This design comes from an exercise in tuning for a short achievable clock period on the open sky130 flow, not from production work.
Function was checked by simulation only, so behaviour that the tests miss may differ from the original.
No driver is modelled on the clock port, so clocking that relies on it looks cheaper here than on a real chip.
Power and IR drop assume default switching activity.

## flow/design.v (module list and top-level ports; edited modules follow where they fit)
// module frame_config_regs: 1001 lines
// module pixel_ingest: 308 lines
// module block_stats: 115 lines
// module square8: 62 lines
// module square8_inc: 62 lines
// module noise_estimator: 92 lines
// module noise_top: 79 lines
module noise_top (
	input logic clk,
	input logic reset,
	input logic reg_wr_en,
	input video_pkg::reg_addr_t reg_addr,
	input video_pkg::dim_t reg_wdata,
	input video_pkg::reg_addr_t reg_rd_addr,
	output video_pkg::dim_t reg_rdata,
	input video_pkg::pixel_t s_axis_tdata,
	input logic s_axis_tvalid,
	input logic s_axis_tuser,
	output logic s_axis_tready,
	output noise_pkg::variance_t estimated_noise,
	output logic estimated_noise_ready
);
  // ...
==> flow/flow/run.sh <==
#!/bin/bash
# Layout flow: the standard layout (standard.sh, unchanged synthesis and
# steps) with one ECO hooked in after clock tree synthesis through ORFS's
# POST_CTS_TCL: flow/post_cts.tcl gives each load of the reg_rd_addr port a
# buffer of its own straight off the port and sizes the reg_rdata output
# buffers, the only input-to-output path of the design.
set -euo pipefail
here=$(pwd)
sed -e "s|CLKGATE_MAP_FILE= |CLKGATE_MAP_FILE= POST_CTS_TCL=$here/flow/post_cts.tcl |" standard.sh > flow_standard.sh
grep -q 'POST_CTS_TCL=' flow_standard.sh
# make and every ORFS step: make.log here, each step's own log under orfs/logs
bash flow_standard.sh finish > make.log 2>&1
test -f out/final.def
==> flow/flow/post_cts.tcl <==
# ECO after CTS: every load of the reg_rd_addr port gets a buffer of its own
# straight off the port, and each reg_rdata port's output buffer is sized up.
proc eco_log {msg} { puts "ECO: $msg" }
set block [ord::get_db_block]
set db [ord::get_db]
set bufm [$db findMaster sky130_fd_sc_hd__buf_4]

proc is_buffer {inst} {
  set m [[$inst getMaster] getName]
  return [regexp {^sky130_fd_sc_hd__(buf|clkbuf)_[0-9]+$} $m]
}
proc out_iterm {inst} {
  foreach it [$inst getITerms] {
    if {[$it isOutputSignal]} { return $it }
  }
  return ""
}
# leaf (non-buffer) input pins reached from net through buffers
proc leaf_loads {net bufs_var} {
  upvar $bufs_var bufs
  set leaves {}
  foreach it [$net getITerms] {
    if {![$it isInputSignal]} { continue }
    set inst [$it getInst]
    if {[is_buffer $inst]} {
      lappend bufs $inst
      set o [out_iterm $inst]
      set onet [$o getNet]
      if {$onet ne "NULL" && $onet ne ""} {
        set leaves [concat $leaves [leaf_loads $onet bufs]]
      }
    } else {
      lappend leaves $it
    }
  }
  return $leaves
}

set bt [$block findBTerm "reg_rd_addr\[0\]"]
if {$bt eq "NULL"} { set bt [$block findBTerm "reg_rd_addr"] }
set pnet [$bt getNet]
set bufs {}
set leaves [leaf_loads $pnet bufs]
eco_log "reg_rd_addr: [llength $leaves] loads behind [llength $bufs] buffers"
set n 0
foreach it $leaves {
  set inst [$it getInst]
  set loc [$inst getLocation]
  set nb [odb::dbInst_create $block $bufm "eco_rdaddr_buf_$n"]
  set nn [odb::dbNet_create $block "eco_rdaddr_net_$n"]
  $it disconnect
  $it connect $nn
  [$nb findITerm X] connect $nn
  [$nb findITerm A] connect $pnet
  $nb setLocation [lindex $loc 0] [lindex $loc 1]
  $nb setPlacementStatus PLACED
  incr n
}
# remove the old buffers, now without loads
foreach b $bufs {
  set o [out_iterm $b]
  set onet [$o getNet]
  foreach it [$b getITerms] { if {[$it getNet] ne "NULL"} { $it disconnect } }
  odb::dbInst_destroy $b
  if {$onet ne "NULL" && [llength [$onet getITerms]] == 0 && [llength [$onet getBTerms]] == 0} {
    odb::dbNet_destroy $onet
  }
}
eco_log "inserted $n buffers, removed [llength $bufs]"

# output buffers of reg_rdata: one size that drives the port load quickly
set outm [$db findMaster sky130_fd_sc_hd__buf_6]
set k 0
foreach bt [$block getBTerms] {
  if {![string match "reg_rdata*" [$bt getName]]} { continue }
  set net [$bt getNet]
  foreach it [$net getITerms] {
    if {[$it isOutputSignal]} {
      set inst [$it getInst]
      if {[is_buffer $inst] && [[$inst getMaster] getName] ne "sky130_fd_sc_hd__buf_6"} {
        $inst swapMaster $outm
        incr k
      }
    }
  }
}
eco_log "resized $k reg_rdata output buffers"
==> flow/standard.sh <==
#!/bin/bash
# synth_recipe.tcl (not shown) runs the flow's synth.tcl, then flattens the netlist and writes it again
# the make line also repeats each setting of config.mk as NAME=value (left out here)
make -C /OpenROAD-flow-scripts/flow DESIGN_CONFIG=/design/flow/config.mk WORK_HOME=/design/flow/orfs CLKGATE_MAP_FILE= SYNTH_SCRIPT=/design/flow/synth_recipe.tcl "${@:-finish}"
==> flow/config.mk <==
export PLATFORM = sky130hd
export DESIGN_NAME = noise_top
export DESIGN_NICKNAME = noise_top
export VERILOG_FILES = /design/flow/design.v
export SDC_FILE = /design/flow/constraint.sdc
export NUM_CORES = 4
export LEC_CHECK = 0
export CAP_MARGIN = 20
export CORE_MARGIN = 2
export CORE_UTILIZATION = 40
export SETUP_SLACK_MARGIN = 3.8
export SLEW_MARGIN = 20
export TNS_END_PERCENT = 100
==> flow/constraint.sdc <==
create_clock -name core_clock -period 7.0 [get_ports {clk}]
set_input_delay 1.4000 -clock core_clock [delete_from_list [all_inputs] [get_ports {clk}]]
set_output_delay 1.4000 -clock core_clock [all_outputs]
set_load 0.01 [all_outputs]
==> results.py, run 1 <==
metrics = {
    "final_layout": {
        "reg_top3": "u_estimator.blk_count_next (32), u_regs.area_row0 (30), u_regs.area_row1 (29)",
        "final_common_cell": "dfxtp_1",
        "drive_gt1_frac": 0.0984,
        "dominant-cell-class": "multi-input combinational cells",
        "multi_input_area_share": 0.531,
    },
    "die": {
        "rows": 101,
        "dieArea_sq_mm": 0.0789,
    },
    "logic_synthesis": {
        "syn_area_per_cell_sq_um": 9.09,
        "synthTopCellsByArea": "dfxtp_1 (33%), fa_1 (16%), ha_1 (8.5%), inv_1 (5.7%), nand2_1 (4.5%)",
        "synth-edff-count": 0,
        "synthMuxAreaShare": 0.0231,
        "syn_inst": 3372,
        "synth_commonest_cells": "dfxtp_1 (506), inv_1 (466), nand2_1 (365)",
    },
    "worst_setup_path": {
        "r2r-start": "u_stats.last_sq1[11]",
        "cpLargestDelayFamily": "multiplexers",
        "slowest_stage": "mux2i_2",
    },
    "detailed_routing": {
        "drtIter0Drc": 956,
        "route.detailed.drc": 0,
    },
    "timing": {
        "finalCritPeriodShare": 0.467,
        "max-slew-margin-rel": 0.342,
        "timing.fmax_ghz": 0.306,
    },
    "power": {
        "p_clk_w": 0.00321,
        "maxPowerGroup": "sequential cells",
        "pwr-share-seq": 0.391,
    },
    "global_routing": {
        "grt_pass1_vias": 21252,
    },
    "clock_network": {
        "insertion_delay_ns": 0.63,
        "cts_tree": "built",
    },
    "run_status": {
        "status": "no timing/DRC/antenna violations",
    },
    "hold_path": {
        "hold_path_end": "u_stats.first_d3",
    },
    "placed_design": {
        "routabilityCongestion": 0.829,
    },
}
==> module noise_estimator, before the edit <==
module noise_estimator (
	input logic clk,
	input logic reset,
	input video_pkg::block_count_t blocks,
	input logic frame_start,
	input logic frame_start_next,
	input logic result_valid,
	input noise_pkg::sum_sq_t part_sum_sq,
	input logic [15:0] last_sq,
	input logic [15:0] mean_sq,
	input logic [23:0] part_sum_sq_min,
	output noise_pkg::variance_t block_min,
	output noise_pkg::variance_t estimated_noise,
	output logic estimated_noise_ready
);
	noise_pkg::estimator_state_t state;
	video_pkg::block_count_t blk_count_next;
	logic last_block;
	noise_pkg::variance_t variance;
	logic [23:0] below_diff;
	logic take_result;
	logic frame_done;
	noise_pkg::variance_t min_var;
	noise_pkg::variance_t min_new;
	noise_pkg::variance_t estimate;
	logic [21:0] v_x, v_y, v_z, v_s, v_c, v_r;
	assign v_x = part_sum_sq;
	assign v_y = 22'(last_sq);
	assign v_z = ~{mean_sq, 6'd0};
	assign v_s = v_x ^ v_y ^ v_z;
	assign v_c = (v_x & v_y) | (v_x & v_z) | (v_y & v_z);
	assign v_r = v_s + {v_c[20:0], 1'b1};
	assign variance = v_r[21:6];
	logic [23:0] d_x, d_y, d_z, d_s, d_c;
	assign d_x = part_sum_sq_min;
	assign d_y = 24'(last_sq);
	assign d_z = ~{2'd0, mean_sq, 6'd0};
	assign d_s = d_x ^ d_y ^ d_z;
	assign d_c = (d_x & d_y) | (d_x & d_z) | (d_y & d_z);
	assign below_diff = d_s + {d_c[22:0], 1'b1};
	assign take_result = (state == noise_pkg::collect) && result_valid && !frame_start;
	assign frame_done = take_result && last_block;
	always_ff @(posedge clk) begin
		if (reset) begin
			state <= noise_pkg::idle;
			blk_count_next <= video_pkg::block_count_t'(1);
		end else begin
			case (state)
				noise_pkg::idle: begin
					if (frame_start) begin
						state <= noise_pkg::collect;
						blk_count_next <= video_pkg::block_count_t'(1);
					end
				end
				noise_pkg::collect: begin
					if (frame_start) begin
						blk_count_next <= video_pkg::block_count_t'(1);
					end else if (take_result) begin
						blk_count_next <= blk_count_next + video_pkg::block_count_t'(1);
						if (frame_done)
							state <= noise_pkg::report;
					end
				end
				noise_pkg::report: begin
					if (frame_start) begin
						state <= noise_pkg::collect;
						blk_count_next <= video_pkg::block_count_t'(1);
					end else begin
						state <= noise_pkg::idle;
					end
				end
				default: state <= noise_pkg::idle;
			endcase
		end
	end
	always_ff @(posedge clk) begin
		last_block <= (blk_count_next == blocks);
	end
	assign min_new = below_diff[23] ? variance : min_var;
	always_ff @(posedge clk) begin
		if (frame_start_next)
			min_var <= '1;
		else if (take_result)
			min_var <= min_new;
	end
	always_ff @(posedge clk) begin
		estimate <= min_new;
	end
	assign block_min = min_var;
	assign estimated_noise = estimate;
	assign estimated_noise_ready = (state == noise_pkg::report);
endmodule
==> run 2, diff against run 1 <==
--- a/flow/design.v
+++ b/flow/design.v
@@ -1607,8 +1607,10 @@
 	logic take_result;
 	logic frame_done;
 	noise_pkg::variance_t min_var;
-	noise_pkg::variance_t min_new;
-	noise_pkg::variance_t estimate;
+	noise_pkg::variance_t min_held;
+	noise_pkg::variance_t var_reg;
+	logic below_reg;
+	logic lower_reg;
 	logic [21:0] v_x, v_y, v_z, v_s, v_c, v_r;
 	assign v_x = part_sum_sq;
 	assign v_y = 22'(last_sq);
@@ -1662,18 +1664,20 @@
 	always_ff @(posedge clk) begin
 		last_block <= (blk_count_next == blocks);
 	end
-	assign min_new = below_diff[23] ? variance : min_var;
 	always_ff @(posedge clk) begin
-		if (frame_start_next)
-			min_var <= '1;
-		else if (take_result)
-			min_var <= min_new;
+		var_reg <= variance;
+		below_reg <= below_diff[23];
+		lower_reg <= take_result & below_diff[23] & !frame_start_next;
+		min_held <= min_var;
 	end
 	always_ff @(posedge clk) begin
-		estimate <= min_new;
+		if (frame_start_next)
+			min_var <= '1;
+		else if (lower_reg)
+			min_var <= var_reg;
 	end
-	assign block_min = min_var;
-	assign estimated_noise = estimate;
+	assign block_min = lower_reg ? var_reg : min_var;
+	assign estimated_noise = below_reg ? var_reg : min_held;
 	assign estimated_noise_ready = (state == noise_pkg::report);
 endmodule
 `timescale 1ns/1ns
==> results.py, run 2 <==
metrics = {
    "run_status": {
        "status": "no timing/DRC/antenna violations",
    },
    "logic_synthesis": {
        "synth_commonest_cells": "dfxtp_1 (524), inv_1 (455), nand2_1 (360)",
        "synth_top_cell_area_share": 0.333,
        "ys_ff_latch": 524,
        "synth_ff_type": "dfxtp_1",
        "yosys.area.top_type": "dfxtp_1",
        "netlist_area_sq_mm": 0.0315,
        "syn_area_per_cell_sq_um": 9.17,
        "yosysMostFrequentCell": "dfxtp_1",
        "synthTopCellsByArea": "dfxtp_1 (33%), fa_1 (16%), ha_1 (8.3%), inv_1 (5.4%), nand2_1 (4.3%)",
        "seq_area_frac_synth": 0.333,
        "syn_nets": 3945,
        "synth-warning-count": 4,
        "syn_inst": 3431,
        "synth_cell_type_count": 86,
        "async_reset_ff_frac": 0,
        "synth-edff-count": 0,
    },
    "power": {
        "p_per_area_mw_per_mm2": 223,
        "p_clk_frac": 0.410,
        "pwr-share-seq": 0.414,
        "internal_power_w": 0.00582,
        "power.leakage_nw": 16.0,
        "peakVddDrop_mv": 0.206,
        "switching_share": 0.274,
        "finalPower_w": 0.00801,
        "pwr-share-comb": 0.176,
        "power.switching_w": 0.00220,
    },
    "worst_setup_path": {
        "cp_data_required_time_ns": 5.60,
        "critPathKind": "in2out",
        "r2r-end": "u_estimator.var_reg[11]",
        "critPathArrivalTime_ns": 1.85,
        "r2r-start": "u_stats.last_sq1[10]",
        "path_max_fanout": 16,
        "crit_path_start_kind": "input port",
        "worstRegToRegCells": 11,
        "crit_path_end_kind": "primary output",
        "r2r_slack_ns": 3.94,
    },
    "hold_path": {
        "hold_depth": 0,
        "min_path_type": "reg2reg",
        "min_from": "u_stats.first_d2",
        "hold_path_end": "u_stats.first_d3",
    },
    "detailed_routing": {
        "ant_nets": 0,
        "wl_met2_um": 31100,
        "route.detailed.drc": 0,
        "vias": 22527,
        "wl_met3_um": 2670,
        "first_pass_iters": 5,
        "wl_per_cell_um": 14.9,
        "wl_met1_um": 32000,
        "routed_via_density": 4.95,
        "highest_layer": "met5",
        "drtIter0Drc": 967,
        "drt_wl_total_um": 67700,
    },
    "die": {
        "fp.coreArea_sq_mm": 0.0777,
        "dieArea_sq_mm": 0.0809,
        "initial_utilization": 0.405,
        "ioPinCount": 89,
        "die_y_um": 284,
        "rows": 102,
        "fp.dieW_um": 284,
    },
    "timing": {
        "skew_ns": 0.0690,
        "finalCritPeriodShare": 0.464,
        "tightest_slew_ns": 0.909,
        "max-slew-margin-rel": 0.393,
        "fin_setup_tns_ns": 0,
        "finalCriticalPeriod_ns": 3.25,
        "hold_viol_final": 0,
        "timing.fmax_ghz": 0.308,
        "setup_viol_count_final": 0,
        "drv_slew": 0,
        "rsz0062_at_grt": "true",
    },
    "clock_network": {
        "cts_num_sinks": 524,
        "clkTransAtPathRegs_ns": 0.06,
        "cts_tree": "built",
        "insertion_delay_ns": 0.66,
    },
    "global_routing": {
        "antenna_found_initial": 1,
        "grt_pass1_vias": 22456,
        "gr-usage-all-layers": 0.169,
        "grt_pass1_wl_um": 113000,
        "overflow": 0,
        "grt_max_degree": 47,
    },
    "final_layout": {
        "final_common_cell": "dfxtp_1",
        "antenna_cells": 0,
        "largest_reg_flops": 32,
        "layout_common_cells": "dfxtp_1 (500), inv_1 (455), nand2_1 (356), fa_1 (248), ha_1 (201)",
        "reg_top3": "u_estimator.blk_count_next (32), u_regs.area_row0 (30), u_regs.area_row1 (29)",
        "top_register": "u_estimator.blk_count_next",
        "nets": 3981,
        "drive_gt1_frac": 0.0915,
        "area_growth_pct": 14.1,
    },
    "placed_design": {
        "numPortBuffers": 80,
        "hpwl_um": 49100,
        "routabilityCongestion": 0.857,
    },
    "run": {
        "maxCapViolations": 0,
    },
}
-- run 2: changes by cell type after synthesis, sizes merged, moves of 14 or more --
cell | before | now
nand4 | 16 | 31
o21ai | 135 | 121
dfxtp | 506 | 524
nor2 | 186 | 201
nand2b | 46 | 61
o211ai | 28 | 45
-- run 2: metrics by stage --
step | std cells | worst slack [ns] | area, sq um | util | hold slack (ns)
floorplan | 3431 | 3.61 | 31800 | - | 0.310
global placement | 4419 | 2.50 | 33300 | 0.428 | 0.334
detailed placement | 4419 | 2.49 | 33300 | 0.428 | 0.334
global route | 4550 | 3.74 | 35900 | 0.462 | 0.354
finish | 4550 | 3.75 | 35900 | 0.462 | 0.344
-- run 2: metal layers --
metal | track usage | vias to the layer above
met1 | 0.224 | 10753
met5 | 0 | -
met3 | 0.0246 | 115
met4 | 0.0491 | 2
met2 | 0.285 | 368
li1 | - | 11289
-- run 2: worst max-delay path by stage --
stage                               endpoint              from  cells after the start
after floorplan                reg_rdata[10]    reg_rd_addr[0]                      3
after global placement    u_ingest.pixel[14]  s_axis_tdata[15]                     10
after detailed placement  u_ingest.pixel[14]  s_axis_tdata[15]                     10
after global routing            reg_rdata[3]    reg_rd_addr[0]                      3
final                           reg_rdata[3]    reg_rd_addr[0]                      3
-- run 2: power by group through the flow --
stage	Clock (W)	Combinational (W)	Sequential, W
2_1_floorplan	0	0.00106	0.00330
3_3_place_gp	0	0.00139	0.00338
3_5_place_dp	0	0.00141	0.00338
5_1_grt	0.00349	0.00160	0.00334
6_report	0.00329	0.00141	0.00332
-- run 2: worst max-delay path, cell delays in order --
cell and delay, ns:
buf_4 0.10, mux2i_4 0.22, buf_6 0.12
-- run 2: cell families (layout without fill, tap and decap cells) --
| family | Yosys count | count (layout) | share of synthesized area |
|---|---|---|---|
| AND/OR/NAND/NOR | 1031 | 1031 | 0.159 |
| buffers and inverters | 596 | 675 | 0.0720 |
| AO/OA/AOI/OAI | 574 | 574 | 0.120 |
| flip-flops | 524 | 524 | 0.333 |
| adder cells (fa/ha/maj) | 460 | 460 | 0.242 |
| XOR/XNOR | 161 | 161 | 0.0448 |
| multiplexers | 85 | 85 | 0.0281 |
-- run 2: final cells by class, clock buffers not listed --
type	instances	area [sq um]
clock inverters	27	488
plain buffers	16	150
inverters	456	1710
fillers	7450	41800
flip-flops and latches	524	10600
repair buffers	99	912
multi-input cells	2311	19200
well taps	1040	1300
==> run 3, diff against run 2 <==
==> flow/flow/post_cts.tcl (replaced) <==
# ECO after clock tree synthesis, for the design's only input-to-output
# path, reg_rd_addr -> reg_rdata (the read port mux of the two registers):
#  1. every load of the reg_rd_addr port gets a buffer of its own straight
#     off the port (in place of the buffer tree the flow built);
#  2. each read mux (mux2 or inverting mux2i) whose select is such a load
#     becomes two levels of nand2, nand(nand(S, D1), nand(~S, D0)), with the
#     data inputs inverted first for a mux2i; the data come from registers;
#  3. the output buffers of reg_rdata get one size.
# Logic is unchanged; only buffers, inverters and gates on this path move.
proc eco_log {msg} { puts "ECO: $msg" }
set block [ord::get_db_block]
set db [ord::get_db]
set bufm [$db findMaster sky130_fd_sc_hd__buf_6]
set outm [$db findMaster sky130_fd_sc_hd__buf_6]
set nandm [$db findMaster sky130_fd_sc_hd__nand2_2]
set invm [$db findMaster sky130_fd_sc_hd__inv_1]
set sinvm [$db findMaster sky130_fd_sc_hd__inv_2]

proc is_buffer {inst} {
  return [regexp {^sky130_fd_sc_hd__(buf|clkbuf|clkdlybuf4s[0-9]+|dlygate4sd[0-9]|dlybuf4s[0-9]+)_[0-9]+$} [[$inst getMaster] getName]]
}
proc out_iterm {inst} {
  foreach it [$inst getITerms] {
    if {[$it isOutputSignal]} { return $it }
  }
  return ""
}
# leaf (non-buffer) input pins reached from net through buffers
proc leaf_loads {net bufs_var} {
  upvar $bufs_var bufs
  set leaves {}
  foreach it [$net getITerms] {
    if {![$it isInputSignal]} { continue }
    set inst [$it getInst]
    if {[is_buffer $inst]} {
      lappend bufs $inst
      set onet [[out_iterm $inst] getNet]
      if {$onet ne "NULL" && $onet ne ""} {
        set leaves [concat $leaves [leaf_loads $onet bufs]]
      }
    } else {
      lappend leaves $it
    }
  }
  return $leaves
}
proc place_at {inst x y} {
  $inst setLocation $x $y
  $inst setPlacementStatus PLACED
}

# 1. one buffer per load
set bt [$block findBTerm "reg_rd_addr\[0\]"]
if {$bt eq "NULL"} { set bt [$block findBTerm "reg_rd_addr"] }
set pnet [$bt getNet]
set bufs {}
set leaves [leaf_loads $pnet bufs]
eco_log "reg_rd_addr: [llength $leaves] loads behind [llength $bufs] buffers"
set n 0
set snets {}
foreach it $leaves {
  set loc [[$it getInst] getLocation]
  set nb [odb::dbInst_create $block $bufm "eco_rdaddr_buf_$n"]
  set nn [odb::dbNet_create $block "eco_rdaddr_net_$n"]
  $it disconnect
  $it connect $nn
  [$nb findITerm X] connect $nn
  [$nb findITerm A] connect $pnet
  place_at $nb [lindex $loc 0] [lindex $loc 1]
  lappend snets $nn
  incr n
}
foreach b $bufs {
  set onet [[out_iterm $b] getNet]
  foreach it [$b getITerms] { if {[$it getNet] ne "NULL"} { $it disconnect } }
  odb::dbInst_destroy $b
  if {$onet ne "NULL" && [llength [$onet getITerms]] == 0 && [llength [$onet getBTerms]] == 0} {
    odb::dbNet_destroy $onet
  }
}
eco_log "inserted $n buffers, removed [llength $bufs]"

# 2. read muxes to nand pairs
set nm 0
set i 0
foreach snet $snets {
  set mux ""
  foreach it [$snet getITerms] {
    set inst [$it getInst]
    if {[$it isInputSignal] && [[$it getMTerm] getName] eq "S"
        && [regexp {^sky130_fd_sc_hd__mux2i?_[0-9]+$} [[$inst getMaster] getName]]} {
      set mux $inst
    }
  }
  incr i
  if {$mux eq ""} { continue }
  set inverting [string match "*mux2i*" [[$mux getMaster] getName]]
  set a0 [[$mux findITerm A0] getNet]
  set a1 [[$mux findITerm A1] getNet]
  set yterm [expr {$inverting ? "Y" : "X"}]
  set y [[$mux findITerm $yterm] getNet]
  set loc [$mux getLocation]
  set x [lindex $loc 0]; set yy [lindex $loc 1]
  foreach it [$mux getITerms] { if {[$it getNet] ne "NULL"} { $it disconnect } }
  odb::dbInst_destroy $mux
  if {$inverting} {
    set d0 [odb::dbNet_create $block "eco_rd_d0_$i"]
    set d1 [odb::dbNet_create $block "eco_rd_d1_$i"]
    set c [odb::dbInst_create $block $invm "eco_rd_inv0_$i"]
    [$c findITerm A] connect $a0; [$c findITerm Y] connect $d0; place_at $c $x $yy
    set c [odb::dbInst_create $block $invm "eco_rd_inv1_$i"]
    [$c findITerm A] connect $a1; [$c findITerm Y] connect $d1; place_at $c $x $yy
  } else {
    set d0 $a0
    set d1 $a1
  }
  set sn [odb::dbNet_create $block "eco_rd_sn_$i"]
  set m0 [odb::dbNet_create $block "eco_rd_m0_$i"]
  set m1 [odb::dbNet_create $block "eco_rd_m1_$i"]
  set c [odb::dbInst_create $block $sinvm "eco_rd_sinv_$i"]
  [$c findITerm A] connect $snet; [$c findITerm Y] connect $sn; place_at $c $x $yy
  set c [odb::dbInst_create $block $nandm "eco_rd_nand1_$i"]
  [$c findITerm A] connect $snet; [$c findITerm B] connect $d1; [$c findITerm Y] connect $m1; place_at $c $x $yy
  set c [odb::dbInst_create $block $nandm "eco_rd_nand0_$i"]
  [$c findITerm A] connect $sn; [$c findITerm B] connect $d0; [$c findITerm Y] connect $m0; place_at $c $x $yy
  set c [odb::dbInst_create $block $nandm "eco_rd_nandout_$i"]
  [$c findITerm A] connect $m1; [$c findITerm B] connect $m0; [$c findITerm Y] connect $y; place_at $c $x $yy
  incr nm
}
eco_log "replaced $nm read muxes by nand pairs"

# 3. output buffers
set k 0
foreach bt [$block getBTerms] {
  if {![string match "reg_rdata*" [$bt getName]]} { continue }
  foreach it [[$bt getNet] getITerms] {
    if {[$it isOutputSignal]} {
      set inst [$it getInst]
      if {[is_buffer $inst] && [[$inst getMaster] getName] ne [$outm getName]} {
        $inst swapMaster $outm
        incr k
      }
    }
  }
}
eco_log "resized $k reg_rdata output buffers"

# legal placement for the new cells before the flow writes the result
detailed_placement
check_placement
--- a/flow/config.mk
+++ b/flow/config.mk
@@ -7,7 +7,7 @@
 export LEC_CHECK = 0
 export CAP_MARGIN = 20
 export CORE_MARGIN = 2
-export CORE_UTILIZATION = 40
+export CORE_UTILIZATION = 55
 export SETUP_SLACK_MARGIN = 3.8
 export SLEW_MARGIN = 20
 export TNS_END_PERCENT = 100
==> results.py, run 3 <==
metrics = {
    "timing": {
        "final.setup.worst_slack_ns": 3.81,
        "timing.fmax_ghz": 0.314,
        "tightest_slew_ns": 0.936,
        "max-slew-margin-rel": 0.375,
        "hold_viol_final": 0,
        "fin_setup_tns_ns": 0,
        "finalCritPeriodShare": 0.456,
        "finalCriticalPeriod_ns": 3.19,
        "skew_ns": 0.0153,
        "setup_viol_count_final": 0,
        "drv_slew": 0,
        "rsz0062_at_grt": "true",
    },
    "final_layout": {
        "antenna_cells": 0,
        "n_fill_cell": 4782,
        "reg_top3": "u_estimator.blk_count_next (32), u_regs.area_row0 (30), u_regs.area_row1 (29)",
        "largest_reg_flops": 32,
        "top_register": "u_estimator.blk_count_next",
        "drive_gt1_frac": 0.103,
        "layout_common_cells": "dfxtp_1 (500), inv_1 (486), nand2_1 (356), fa_1 (248), ha_1 (202)",
        "nets": 4060,
        "final_common_cell": "dfxtp_1",
        "area_growth_pct": 13.2,
    },
    "logic_synthesis": {
        "syn_inst": 3431,
        "syn_nets": 3945,
        "ys_ff_latch": 524,
        "async_reset_ff_frac": 0,
        "seq_area_frac_synth": 0.333,
        "synth_ff_type": "dfxtp_1",
        "yosys.area.top_type": "dfxtp_1",
        "synth_top_cell_area_share": 0.333,
        "yosysMostFrequentCell": "dfxtp_1",
        "synthTopCellsByArea": "dfxtp_1 (33%), fa_1 (16%), ha_1 (8.3%), inv_1 (5.4%), nand2_1 (4.3%)",
        "synth-edff-count": 0,
        "synth-warning-count": 4,
        "synth_cell_type_count": 86,
        "synth_commonest_cells": "dfxtp_1 (524), inv_1 (455), nand2_1 (360)",
        "netlist_area_sq_mm": 0.0315,
        "syn_area_per_cell_sq_um": 9.17,
    },
    "detailed_routing": {
        "drtIter0Drc": 1204,
        "wl_per_cell_um": 16.4,
        "first_pass_iters": 5,
        "routed_via_density": 5.35,
        "route.detailed.drc": 0,
        "drt_wl_total_um": 71200,
        "ant_nets": 0,
        "vias": 23231,
    },
    "die": {
        "initial_utilization": 0.557,
        "ioPinCount": 89,
        "die_y_um": 243,
        "fp.coreArea_sq_mm": 0.0565,
        "dieArea_sq_mm": 0.0591,
        "fp.dieW_um": 243,
        "rows": 87,
    },
    "global_routing": {
        "gr-usage-all-layers": 0.244,
        "grt_max_degree": 60,
        "antenna_found_initial": 0,
        "grt_pass1_wl_um": 118000,
        "overflow": 0,
        "grt_pass1_vias": 23496,
    },
    "worst_setup_path": {
        "crit_path_start_kind": "input port",
        "crit_path_end_kind": "primary output",
        "path_max_fanout": 16,
        "cp_data_required_time_ns": 5.60,
        "critPathKind": "in2out",
        "critPathArrivalTime_ns": 1.79,
    },
    "power": {
        "finalPower_w": 0.00792,
        "power.leakage_nw": 16.4,
        "p_per_area_mw_per_mm2": 222,
        "peakVddDrop_mv": 0.247,
    },
    "placed_design": {
        "numPortBuffers": 80,
        "place_ws_ns": 2.43,
        "hpwl_um": 51400,
        "routabilityCongestion": 0.890,
    },
    "clock_network": {
        "insertion_delay_ns": 0.61,
        "cts_tree": "built",
        "clkTransAtPathRegs_ns": 0.06,
        "cts_num_sinks": 524,
    },
    "hold_path": {
        "min_path_type": "reg2reg",
    },
    "run_status": {
        "status": "no timing/DRC/antenna violations",
    },
    "run": {
        "maxCapViolations": 0,
    },
}
run 3: cell types whose count changed in the layout (fill, tap and decap cells not counted), moves of 7 or more:
cell	previous run	this run
inv_1	455	486
buf_4	24	16
nand2_2	4	50
buf_6	23	32
inv_2	1	16
clkbuf_1	14	7
clkbuf_8	4	12
mux2i_4	16	0
run 3: where the power goes:
group / leakage, nW / internal [W] / switching, W
logic: 11.1 / 0.000642 / 0.000794
clock network: 0.989 / 0.00192 / 0.00126
registers: 4.27 / 0.00316 / 0.000143
run 3: layout make-up, clock buffers not listed:
class	count	area (sq um)	area share
clock inverters	29	402	0.0113
flip-flops and latches	524	10500	0.296
inverters	504	1900	0.0533
well taps	756	946	0.0266
multi-input cells	2343	19100	0.537
repair buffers	98	908	0.0255
plain buffers	16	180	0.00506
run 3: layer usage:
| layer | vias to the layer above | part of all wire | GRT usage |
|---|---|---|---|
| li1 | 11457 | - | - |
| met2 | 473 | 0.45 | 0.394 |
| met1 | 11206 | 0.48 | 0.346 |
| met4 | 0 | 0.019 | 0.0586 |
| met3 | 95 | 0.046 | 0.0336 |
| met5 | - | 0 | 0 |
run 3: final timing paths:
check                             from                       to  slack, ns  depth (start not counted)
setup / recovery        reg_rd_addr[0]             reg_rdata[4]       3.81                          5
hold / removal        u_stats.first_d2         u_stats.first_d3       0.33                          0
setup reg to reg  u_stats.last_sq1[10]  u_estimator.var_reg[11]       3.97                         11
hold reg to reg       u_stats.first_d2         u_stats.first_d3       0.33                          0
run 3: cell families after synthesis:
kind of cell,share of synthesized area
and+or+nand+nor,0.159
buffers and inverters,0.0720
AOI/OAI and AO/OA,0.120
DFF,0.333
adders and majority gates,0.242
xor gates and xnor gates,0.0448
muxes,0.0281
run 3: through the flow:
stage          cell area [sq um]  std cells  hold WS [ns]   util
6_report                   35600       4346         0.326  0.631
5_1_grt                    35600       4346         0.338  0.631
3_5_place_dp               32900       4138         0.315  0.583
3_3_place_gp               32900       4138         0.312  0.583
2_1_floorplan              31800       3431         0.310      -
run 3: critical path: stages:
cell and delay, ns:
buf_6 0.10, inv_2 0.05, nand2_2 0.04, nand2_2 0.08, buf_6 0.10
==> run 4, diff against run 3 <==
--- a/flow/config.mk
+++ b/flow/config.mk
@@ -7,7 +7,7 @@
 export LEC_CHECK = 0
 export CAP_MARGIN = 20
 export CORE_MARGIN = 2
-export CORE_UTILIZATION = 55
+export CORE_UTILIZATION = 40
 export SETUP_SLACK_MARGIN = 3.8
 export SLEW_MARGIN = 20
 export TNS_END_PERCENT = 100
==> results.py, run 4 <==
metrics = {
    "timing": {
        "setup_viol_count_final": 0,
        "drv_slew": 0,
        "max-slew-margin-rel": 0.387,
        "rsz0062_at_grt": "true",
        "hold_viol_final": 0,
        "finalCritPeriodShare": 0.454,
        "tightest_slew_ns": 0.919,
        "fin_setup_tns_ns": 0,
        "final.setup.worst_slack_ns": 3.82,
        "finalCriticalPeriod_ns": 3.18,
        "skew_ns": 0.0730,
        "timing.fmax_ghz": 0.315,
    },
    "die": {
        "dieArea_sq_mm": 0.0809,
        "fp.coreArea_sq_mm": 0.0777,
        "initial_utilization": 0.405,
        "fp.dieW_um": 284,
        "ioPinCount": 89,
        "rows": 102,
        "die_y_um": 284,
    },
    "logic_synthesis": {
        "yosysMostFrequentCell": "dfxtp_1",
        "yosys.area.top_type": "dfxtp_1",
        "synth_ff_type": "dfxtp_1",
        "async_reset_ff_frac": 0,
        "synth_cell_type_count": 86,
        "ys_ff_latch": 524,
        "seq_area_frac_synth": 0.333,
        "syn_area_per_cell_sq_um": 9.17,
        "synth-warning-count": 4,
        "syn_nets": 3945,
        "synth_top_cell_area_share": 0.333,
        "synth-edff-count": 0,
        "synth_commonest_cells": "dfxtp_1 (524), inv_1 (455), nand2_1 (360)",
        "synthTopCellsByArea": "dfxtp_1 (33%), fa_1 (16%), ha_1 (8.3%), inv_1 (5.4%), nand2_1 (4.3%)",
        "syn_inst": 3431,
        "netlist_area_sq_mm": 0.0315,
    },
    "clock_network": {
        "clkTransAtPathRegs_ns": 0.06,
        "insertion_delay_ns": 0.66,
        "cts_num_sinks": 524,
        "cts_tree": "built",
    },
    "final_layout": {
        "reg_top3": "u_estimator.blk_count_next (32), u_regs.area_row0 (30), u_regs.area_row1 (29)",
        "antenna_cells": 0,
        "top_register": "u_estimator.blk_count_next",
        "final_common_cell": "dfxtp_1",
        "largest_reg_flops": 32,
        "nets": 4061,
        "layout_common_cells": "dfxtp_1 (500), inv_1 (487), nand2_1 (356), fa_1 (248), ha_1 (201)",
        "drive_gt1_frac": 0.103,
        "area_growth_pct": 14.5,
    },
    "placed_design": {
        "hpwl_um": 49100,
        "numPortBuffers": 80,
        "place_ws_ns": 2.49,
        "routabilityCongestion": 0.857,
    },
    "detailed_routing": {
        "route.detailed.drc": 0,
        "first_pass_iters": 5,
        "vias": 22879,
        "drt_wl_total_um": 68800,
        "routed_via_density": 4.94,
        "ant_nets": 0,
        "drtIter0Drc": 957,
        "wl_per_cell_um": 14.9,
    },
    "power": {
        "p_clk_frac": 0.410,
        "pwr-share-seq": 0.413,
        "switching_share": 0.275,
        "internal_power_w": 0.00581,
        "peakVddDrop_mv": 0.211,
        "power.leakage_nw": 16.4,
        "power.switching_w": 0.00221,
        "pwr-share-comb": 0.177,
        "p_per_area_mw_per_mm2": 223,
    },
    "worst_setup_path": {
        "crit_path_start_kind": "input port",
        "critPathKind": "in2out",
        "critPathArrivalTime_ns": 1.78,
        "cp_data_required_time_ns": 5.60,
        "crit_path_end_kind": "primary output",
        "path_max_fanout": 16,
    },
    "global_routing": {
        "gr-usage-all-layers": 0.172,
        "overflow": 0,
        "grt_pass1_wl_um": 116000,
        "grt_pass1_vias": 23006,
        "antenna_found_initial": 0,
        "grt_max_degree": 47,
    },
    "hold_path": {
        "min_path_type": "reg2reg",
    },
    "run_status": {
        "status": "no timing/DRC/antenna violations",
    },
    "run": {
        "maxCapViolations": 0,
    },
}
-- run 4: changes by cell type in the layout (fill, tap and decap cells not counted), sizes merged --
cell and delta:
bufinv +3, dlygate4sd2 +1, buf +2, clkinvlp -2, clkbuf +2, clkdlybuf4s15 -2
dlymetal6s2s -2, clkdlybuf4s18 +1, clkinv -3
-- run 4: cell type report, clock buffers not listed --
type | count | area, sq um
fillers | 7428 | 41700
inverters | 504 | 1890
multi-input cells | 2343 | 19100
plain buffers | 16 | 180
well taps | 1040 | 1300
repair buffers | 99 | 912
flip-flops and latches | 524 | 10600
clock inverters | 27 | 488
-- run 4: power groups by stage --
| stage | Sequential [W] | Combinational [W] | Clock (W) |
|---|---|---|---|
| final | 0.00331 | 0.00142 | 0.00329 |
| after global routing | 0.00334 | 0.00160 | 0.00349 |
| after detailed placement | 0.00338 | 0.00141 | 0 |
| after global placement | 0.00338 | 0.00139 | 0 |
| after floorplan | 0.00330 | 0.00106 | 0 |
-- run 4: worst paths after layout --
kind                            slack, ns  cells after the start               start                   to
worst max-delay path                 3.82                      5      reg_rd_addr[0]         reg_rdata[9]
worst min register to register       0.34                      0    u_stats.first_d2     u_stats.first_d3
worst min-delay path                 0.34                      0    u_stats.first_d2     u_stats.first_d3
worst max register to register       3.95                     11  u_stats.blk_sum[8]  u_stats.mean_sq[15]
-- run 4: routing by layer --
layer	track usage	vias to the layer above	routed length, um
met5	0	-	0
met4	0.0428	0	1320
met3	0.0225	98	2520
met2	0.296	353	32400
met1	0.227	10968	32600
li1	-	11460	-
-- run 4: through the flow --
step,instances,hold slack (ns),utilization,instance area [sq um],power [W]
2_1_floorplan,3431,0.310,-,31800,0.00436
5_1_grt,4630,0.354,0.464,36000,0.00843
3_5_place_dp,4419,0.334,0.428,33300,0.00479
3_3_place_gp,4419,0.334,0.428,33300,0.00477
6_report,4630,0.342,0.464,36000,0.00802
-- run 4: cell families (layout without fill, tap and decap cells) --
logic type	count (synthesis)	count (layout)	synth area share
AND/OR/NAND/NOR	1031	1079	0.159
buffers and inverters	596	723	0.0720
AO/OA/AOI/OAI	574	574	0.120
flip-flops	524	524	0.333
adder cells (fa/ha/maj)	460	460	0.242
XOR/XNOR	161	161	0.0448
multiplexers	85	69	0.0281
-- run 4: worst max-delay path, cell delays in order --
cell	delay, ns
buf_6	0.10
inv_2	0.04
nand2_2	0.05
nand2_2	0.08
buf_6	0.10
==> run 5, diff against run 4 <==
--- a/flow/config.mk
+++ b/flow/config.mk
@@ -8,6 +8,6 @@
 export CAP_MARGIN = 20
 export CORE_MARGIN = 2
 export CORE_UTILIZATION = 40
-export SETUP_SLACK_MARGIN = 3.8
+export SETUP_SLACK_MARGIN = 4.0
 export SLEW_MARGIN = 20
 export TNS_END_PERCENT = 100
==> results.py, run 5 <==
metrics = {
    "run_status": {
        "status": "no timing/DRC/antenna violations",
    },
    "clock_network": {
        "insertion_delay_ns": 0.67,
        "cts_tree": "built",
        "cts_num_sinks": 524,
        "clkTransAtPathRegs_ns": 0.06,
    },
    "worst_setup_path": {
        "critical_path.cell_chain": "buf_6 -> inv_2 -> nand2_2 -> nand2_2 -> buf_6",
        "path_max_fanout": 16,
        "slowest_stage": "buf_6",
        "critPathKind": "in2out",
        "crit_path_end_kind": "primary output",
        "critPathArrivalTime_ns": 1.76,
        "worstRegToRegCells": 16,
        "max_stage_delay_ns": 0.10,
        "crit_path_start_kind": "input port",
        "cp_data_required_time_ns": 5.60,
    },
    "timing": {
        "timing.fmax_ghz": 0.316,
        "skew_ns": 0.104,
        "rsz0062_at_grt": "true",
        "finalCriticalPeriod_ns": 3.16,
        "fin_setup_tns_ns": 0,
        "setup_viol_count_final": 0,
        "hold_viol_final": 0,
        "finalCritPeriodShare": 0.452,
        "tightest_slew_ns": 0.911,
        "max-slew-margin-rel": 0.392,
        "drv_slew": 0,
    },
    "logic_synthesis": {
        "netlist_area_sq_mm": 0.0315,
        "synthTopCellsByArea": "dfxtp_1 (33%), fa_1 (16%), ha_1 (8.3%), inv_1 (5.4%), nand2_1 (4.3%)",
        "synth_ff_type": "dfxtp_1",
        "syn_nets": 3945,
        "synth-edff-count": 0,
        "yosys.area.top_type": "dfxtp_1",
        "synth_commonest_cells": "dfxtp_1 (524), inv_1 (455), nand2_1 (360)",
        "syn_area_per_cell_sq_um": 9.17,
        "synth_cell_type_count": 86,
        "seq_area_frac_synth": 0.333,
        "synth-warning-count": 4,
        "synth_top_cell_area_share": 0.333,
        "yosysMostFrequentCell": "dfxtp_1",
        "ys_ff_latch": 524,
        "syn_inst": 3431,
        "async_reset_ff_frac": 0,
    },
    "hold_path": {
        "hold_depth": 0,
        "min_path_type": "reg2reg",
    },
    "global_routing": {
        "busiest_layer": "met2",
        "grt_pass1_wl_um": 117000,
        "grtUsageMet1": 0.232,
        "grt_max_degree": 47,
        "grt_use_met3": 0.0273,
        "gr-usage-all-layers": 0.174,
        "grt_use_met2": 0.294,
        "overflow": 0,
        "grt_pass1_vias": 23024,
        "antenna_found_initial": 2,
    },
    "detailed_routing": {
        "routed_via_density": 4.92,
        "ant_nets": 0,
        "first_pass_iters": 5,
        "drt_wl_total_um": 69600,
        "vias": 22990,
        "wl_per_cell_um": 14.9,
        "drtIter0Drc": 1202,
        "route.detailed.drc": 0,
    },
    "final_layout": {
        "final_common_cell": "dfxtp_1",
        "top_register": "u_estimator.blk_count_next",
        "n_fill_cell": 7250,
        "reg_top3": "u_estimator.blk_count_next (32), u_regs.area_row0 (30), u_regs.area_row1 (29)",
        "area_growth_pct": 17.7,
        "antenna_cells": 0,
        "largest_reg_flops": 32,
        "nets": 4106,
        "drive_gt1_frac": 0.135,
        "final_area_sq_mm": 0.0370,
        "layout_common_cells": "dfxtp_1 (498), inv_1 (479), nand2_1 (351), fa_1 (243), ha_1 (197)",
    },
    "power": {
        "peakVddDrop_mv": 0.207,
        "p_per_area_mw_per_mm2": 224,
        "power.leakage_nw": 16.9,
    },
    "die": {
        "ioPinCount": 89,
        "dieArea_sq_mm": 0.0809,
        "initial_utilization": 0.405,
        "fp.coreArea_sq_mm": 0.0777,
        "fp.dieW_um": 284,
        "die_y_um": 284,
        "rows": 102,
    },
    "placed_design": {
        "routabilityCongestion": 0.852,
        "hpwl_um": 48600,
        "place_area_sq_mm": 0.0333,
        "numPortBuffers": 80,
    },
    "run": {
        "maxCapViolations": 0,
    },
}
run 5: cell types whose count changed in the layout (fill, tap and decap cells not counted), moves of 8 or more:
cell and delta:
o21ai_1 +12, buf_4 +42, clkbuf_1 -8, mux2_2 -15
mux2_4 +15, nand2_4 +10, inv_1 -8, clkbuf_8 +8
buf_8 +9, o21ai_0 -9, dlygate4sd2_1 -13
run 5: final timing paths:
path                     start                  end  slack (ns)
max             reg_rd_addr[0]         reg_rdata[8]        3.84
min           u_stats.first_d2     u_stats.first_d3        0.33
max reg2reg  u_ingest.pixel[1]  u_stats.blk_sum[10]        3.98
min reg2reg   u_stats.first_d2     u_stats.first_d3        0.33
run 5: cell type report, clock buffers not listed:
| class | instances | area (sq um) | share of cell area |
|---|---|---|---|
| sequential | 524 | 10600 | 0.285 |
| timing repair buffer | 142 | 1310 | 0.0353 |
| multi-input combinational | 2343 | 19500 | 0.527 |
| tap | 1040 | 1300 | 0.0351 |
| buffer | 16 | 214 | 0.00578 |
| inverter | 504 | 1940 | 0.0523 |
| clock inverter | 32 | 561 | 0.0151 |
run 5: critical path: cells and delay by family:
family | cells | cell delay [ns]
buf+inv | 3 | 0.24
simple gates | 2 | 0.11
run 5: cells by family (layout without fill, tap and decap cells):
logic type	count (synthesis)	count (layout)	synth area share
adders and majority gates	460	460	0.242
AOI/OAI and AO/OA	574	574	0.120
DFF	524	524	0.333
and+or+nand+nor	1031	1079	0.159
muxes	85	69	0.0281
xor gates and xnor gates	161	161	0.0448
buffers and inverters	596	770	0.0720
run 5: layer usage:
layer / routed length (um) / share of wire
met1: 33200 / 0.48
met2: 32500 / 0.47
met3: 2700 / 0.039
met4: 1240 / 0.018
met5: 23 / 0.00033
run 5: per-stage QoR:
stage | total power, W | utilization | instances | worst slack, ns | hold slack [ns]
floorplan | 0.00437 | - | 3431 | 3.61 | 0.310
global placement | 0.00477 | 0.429 | 4419 | 2.46 | 0.333
detailed placement | 0.00478 | 0.429 | 4419 | 2.46 | 0.328
global route | 0.00872 | 0.476 | 4677 | 3.81 | 0.338
finish | 0.00830 | 0.476 | 4677 | 3.84 | 0.334
run 5: power breakdown:
group,internal (W),switching [W]
Combinational,0.000754,0.000815
Clock,0.00211,0.00133
Sequential,0.00316,0.000143
Total,0.00602,0.00228

## port drivers added, routing unchanged
In the flow no input, the clock included, has a driving cell. The finished layouts below were timed again as built, in two steps.
Step 1 sets driving cells, clkbuf_16 on the clock port and buf_2 on the other inputs (assumed; they add their load-dependent delay and slew).
Step 2 moves the port delays by t, midway between the first and last clock arrival at a register: inputs arrive t later, outputs are due t later. That takes back most of the time a late clock gives input paths.
a / b / c = no drivers / after step 1 / after step 2; a / b = the first two.
run | t, ns | slack for setup (ns) | hold slack, ns | latest minus earliest clock arrival (ns) | worst slew at a driven data input, ns
run 1 | 0.672 | 3.733 / 3.414 / 3.316 | 0.325 / 0.325 / 0.325 | 0.055 / 0.055 | 0.32
run 2 | 0.693 | 3.750 / 3.343 / 3.260 | 0.344 / 0.344 / 0.344 | 0.077 / 0.077 | 0.42
run 3 | 0.670 | 3.811 / 3.364 / 3.287 | 0.326 / 0.326 / 0.326 | 0.018 / 0.018 | 0.54
run 4 | 0.689 | 3.825 / 3.378 / 3.262 | 0.342 / 0.342 / 0.342 | 0.081 / 0.081 | 0.52
run 5 | 0.686 | 3.837 / 3.311 / 3.311 | 0.334 / 0.334 / 0.334 | 0.104 / 0.104 | 0.62
After both steps setup and hold are still met in every run listed. The setup slack of run 4, which loses most, moves by -0.447 ns with the drivers and by -0.563 ns with both steps.
